What follows belongs to an exercise in optimizing a design on an open flow for small area; a production flow would make more cautious choices.
Function was checked by simulation only, so behaviour that the tests miss may differ from the original.
Power figures rest on the tool's default switching activity, not on a simulated workload.

== v6 ==
==> module cpu_mem, before the edit <==
module cpu_mem (
    input  logic               clk,
    input  logic [2:0]         ph,
    input  logic               we,
    input  logic [8-1:0] waddr,
    input  logic [8-1:0] wdata,
    input  logic [4:0]         rring,
    output logic [8-1:0] rdata
);
    logic [2:0]         wpos;
    logic [7:0]         ppos;
    logic [7:0]         pwe;
    logic [31:0]        rsel;
    logic [8-1:0] w_even;
    logic [8-1:0] w_odd;
    logic [8-1:0] head [32];
    assign wpos = waddr[2:0] + ~ph;
    always_comb begin
        for (int p = 0; p < 8; p++) ppos[p] = (wpos == 3'(p));
        for (int p = 0; p < 8; p++) pwe[p] = we && ppos[p];
        for (int i = 0; i < 32; i++) rsel[i] = (waddr[7:3] == 5'(i));
    end
    assign w_even = ~wdata | {8{!we}};
    assign w_odd  =  wdata | {8{!we}};
    for (genvar i = 0; i < 32; i++) begin : g_ring
        mem_ring u_ring (
            .clk    (clk),
            .rsel   (rsel[i]),
            .ppos   (ppos),
            .pwe    (pwe),
            .w_even (w_even),
            .w_odd  (w_odd),
            .head   (head[i])
        );
    end
    assign rdata = head[rring];
endmodule
==> module mem_ring, before the edit <==
module mem_ring (
    input  logic               clk,
    input  logic               rsel,
    input  logic [7:0]         ppos,
    input  logic [7:0]         pwe,
    input  logic [8-1:0] w_even,
    input  logic [8-1:0] w_odd,
    output logic [8-1:0] head
);
    logic [8-1:0] q [8];
    for (genvar p = 0; p < 8; p++) begin : g_pos
        logic               sel;
        logic               hold;
        logic [8-1:0] wv;
        assign sel  = rsel && pwe[p];
        assign hold = !(rsel && ppos[p]);
        assign wv   = (p % 2 == 1) ? w_odd : w_even;
        always_ff @(posedge clk) begin
            q[p] <= ~((q[(p + 1) % 8] | {8{sel}}) & (wv | {8{hold}}));
        end
    end
    assign head = q[0];
endmodule
Settings: LEC_CHECK=0, CAP_MARGIN=20, CORE_MARGIN=2, CORE_UTILIZATION=55, CTS_CLUSTER_DIAMETER=60, CTS_CLUSTER_SIZE=30, SLEW_MARGIN=20, SYNTH_HIERARCHICAL=1; clock period 6.0 ns.
standard.sh (not shown) runs the stock make flow with config.mk's settings and CLKGATE_MAP_FILE= SYNTH_SCRIPT=/design/flow/synth_recipe.tcl, a recipe that flattens the netlist after the stock synthesis.
==> flow/flow/run.sh <==
#!/bin/bash
# Standard synthesis, then every combinational cell set to its smallest
# drive strength (the placement repair upsizes what needs it), then the
# standard layout from floorplan on. Each tool's output goes to its own log.
set -euo pipefail
bash standard.sh synth > synth.log 2>&1
openroad -no_init -exit flow/downsize.tcl > downsize.log 2>&1
bash standard.sh > layout.log 2>&1
==> flow/flow/downsize.tcl <==
# Swap each combinational cell of the synthesized netlist for the variant of
# the same function with the least area (of equal ones, strength 1); flip-flops keep their cells.
set odb orfs/results/$::env(FLOW_PLATFORM)/cpu_top/base/1_synth.odb
read_db $odb
set db [ord::get_db]
set block [[$db getChip] getBlock]
set best [dict create]
foreach lib [$db getLibs] {
    foreach m [$lib getMasters] {
        if {![regexp {^(sky130_fd_sc_hd__[a-z0-9]+)_([0-9]+)$} [$m getName] -> base size]} { continue }
        set area [expr {[$m getWidth] * [$m getHeight]}]
        if {[dict exists $best $base]} {
            lassign [dict get $best $base] barea bsize
            if {$area > $barea || ($area == $barea && $bsize == 1)} { continue }
            if {$area == $barea && $size != 1 && $size >= $bsize} { continue }
        }
        dict set best $base [list $area $size]
    }
}
set n 0
foreach inst [$block getInsts] {
    set name [[$inst getMaster] getName]
    if {![regexp {^(sky130_fd_sc_hd__[a-z0-9]+)_([0-9]+)$} $name -> base size]} { continue }
    if {[regexp {^sky130_fd_sc_hd__(s?e?df|dl|conb|tap|fill|decap|diode)} $base]} { continue }
    if {![dict exists $best $base]} { continue }
    set bsize [lindex [dict get $best $base] 1]
    if {$bsize == $size} { continue }
    set m [$db findMaster ${base}_$bsize]
    if {$m == "NULL"} { continue }
    $inst swapMaster $m
    incr n
}
puts "downsized $n cells"
write_db $odb
v6: full flow OK, the timing, design-rule and antenna checks passed
The inputs of v7 differ from those of v6 as listed below.
--- a/flow/design.v
+++ b/flow/design.v
@@ -11,6 +11,7 @@
     logic [2:0]         wpos;
     logic [7:0]         ppos;
-    logic [7:0]         pwe;
+    logic [7:0]         pwe_n;
     logic [31:0]        rsel;
+    logic [31:0]        rsel_n;
     logic [8-1:0] w_even;
     logic [8-1:0] w_odd;
@@ -19,6 +20,7 @@
     always_comb begin
         for (int p = 0; p < 8; p++) ppos[p] = (wpos == 3'(p));
-        for (int p = 0; p < 8; p++) pwe[p] = we && ppos[p];
+        for (int p = 0; p < 8; p++) pwe_n[p] = !(we && ppos[p]);
         for (int i = 0; i < 32; i++) rsel[i] = (waddr[7:3] == 5'(i));
+        for (int i = 0; i < 32; i++) rsel_n[i] = (waddr[7:3] != 5'(i));
     end
     assign w_even = ~wdata | {8{!we}};
@@ -28,6 +30,7 @@
             .clk    (clk),
             .rsel   (rsel[i]),
+            .rsel_n (rsel_n[i]),
             .ppos   (ppos),
-            .pwe    (pwe),
+            .pwe_n  (pwe_n),
             .w_even (w_even),
             .w_odd  (w_odd),
@@ -40,6 +43,7 @@
     input  logic               clk,
     input  logic               rsel,
+    input  logic               rsel_n,
     input  logic [7:0]         ppos,
-    input  logic [7:0]         pwe,
+    input  logic [7:0]         pwe_n,
     input  logic [8-1:0] w_even,
     input  logic [8-1:0] w_odd,
@@ -48,15 +52,30 @@
     logic [8-1:0] q [8];
     for (genvar p = 0; p < 8; p++) begin : g_pos
-        logic               sel;
-        logic               hold;
-        logic [8-1:0] wv;
-        assign sel  = rsel && pwe[p];
+        logic sel;
+        logic hold;
+        assign sel  = !(rsel_n || pwe_n[p]);
         assign hold = !(rsel && ppos[p]);
-        assign wv   = (p % 2 == 1) ? w_odd : w_even;
-        always_ff @(posedge clk) begin
-            q[p] <= ~((q[(p + 1) % 8] | {8{sel}}) & (wv | {8{hold}}));
-        end
+        mem_byte u_byte (
+            .clk  (clk),
+            .sel  (sel),
+            .hold (hold),
+            .w    ((p % 2 == 1) ? w_odd : w_even),
+            .prev (q[(p + 1) % 8]),
+            .q    (q[p])
+        );
     end
     assign head = q[0];
+endmodule
+module mem_byte (
+    input  logic               clk,
+    input  logic               sel,
+    input  logic               hold,
+    input  logic [8-1:0] w,
+    input  logic [8-1:0] prev,
+    output logic [8-1:0] q
+);
+    always_ff @(posedge clk) begin
+        q <= ~((prev | {8{sel}}) & (w | {8{hold}}));
+    end
 endmodule
 `timescale 1ns/100ps
==> comparison <==
- Clock period minus worst slack delta (v7 − v6): favourable
- Delta (v7 minus v6): total power now sits lower, final count of pins violating max slew neither gained nor lost much.
- As of v7, first-pass GRT wire length had risen by a few percent compared to v6.
- v7: fraction of layout instances using a drive strength above 1 lower than v6
- Lower routed wire length was reported by v6, not v7.
- Compared with v6, v7 supports a higher clock frequency.
- STATUS final setup slack of the worst path: v7 wins against v6
- Compare v7 and v6 | clock-buffer cell count lower: v7

==> port drivers added, routing unchanged <==
The flow's constraints put no driver on any port. The routed layouts listed below were extracted and timed again, unchanged, in two steps.
Step 1 sets driving cells, clkbuf_16 on the clock port and buf_2 on the other inputs (assumed; they add their load-dependent delay and slew).
Step 2 adds t to the input delays and takes it off the output delays; t is the mean of the earliest and latest rising clock arrival at the registers after step 1. Input paths then give back, and output paths get back, about the clock's delay inside the block.
Three values: ideal ports, drivers, drivers and shift; two values: the first two.
run | t, ns | setup slack, ns | worst hold slack (ns) | clock arrival spread, ns | slew at the worst register clock pin (ns)
v6 | 0.851 | 0.623 / 0.623 / 0.623 | 0.391 / 0.391 / 0.391 | 0.038 / 0.039 | 0.10 / 0.10
v7 | 0.845 | 0.954 / 0.954 / 0.954 | 0.399 / 0.399 / 0.399 | 0.045 / 0.045 | 0.12 / 0.12
After both steps every run listed still meets setup and hold.
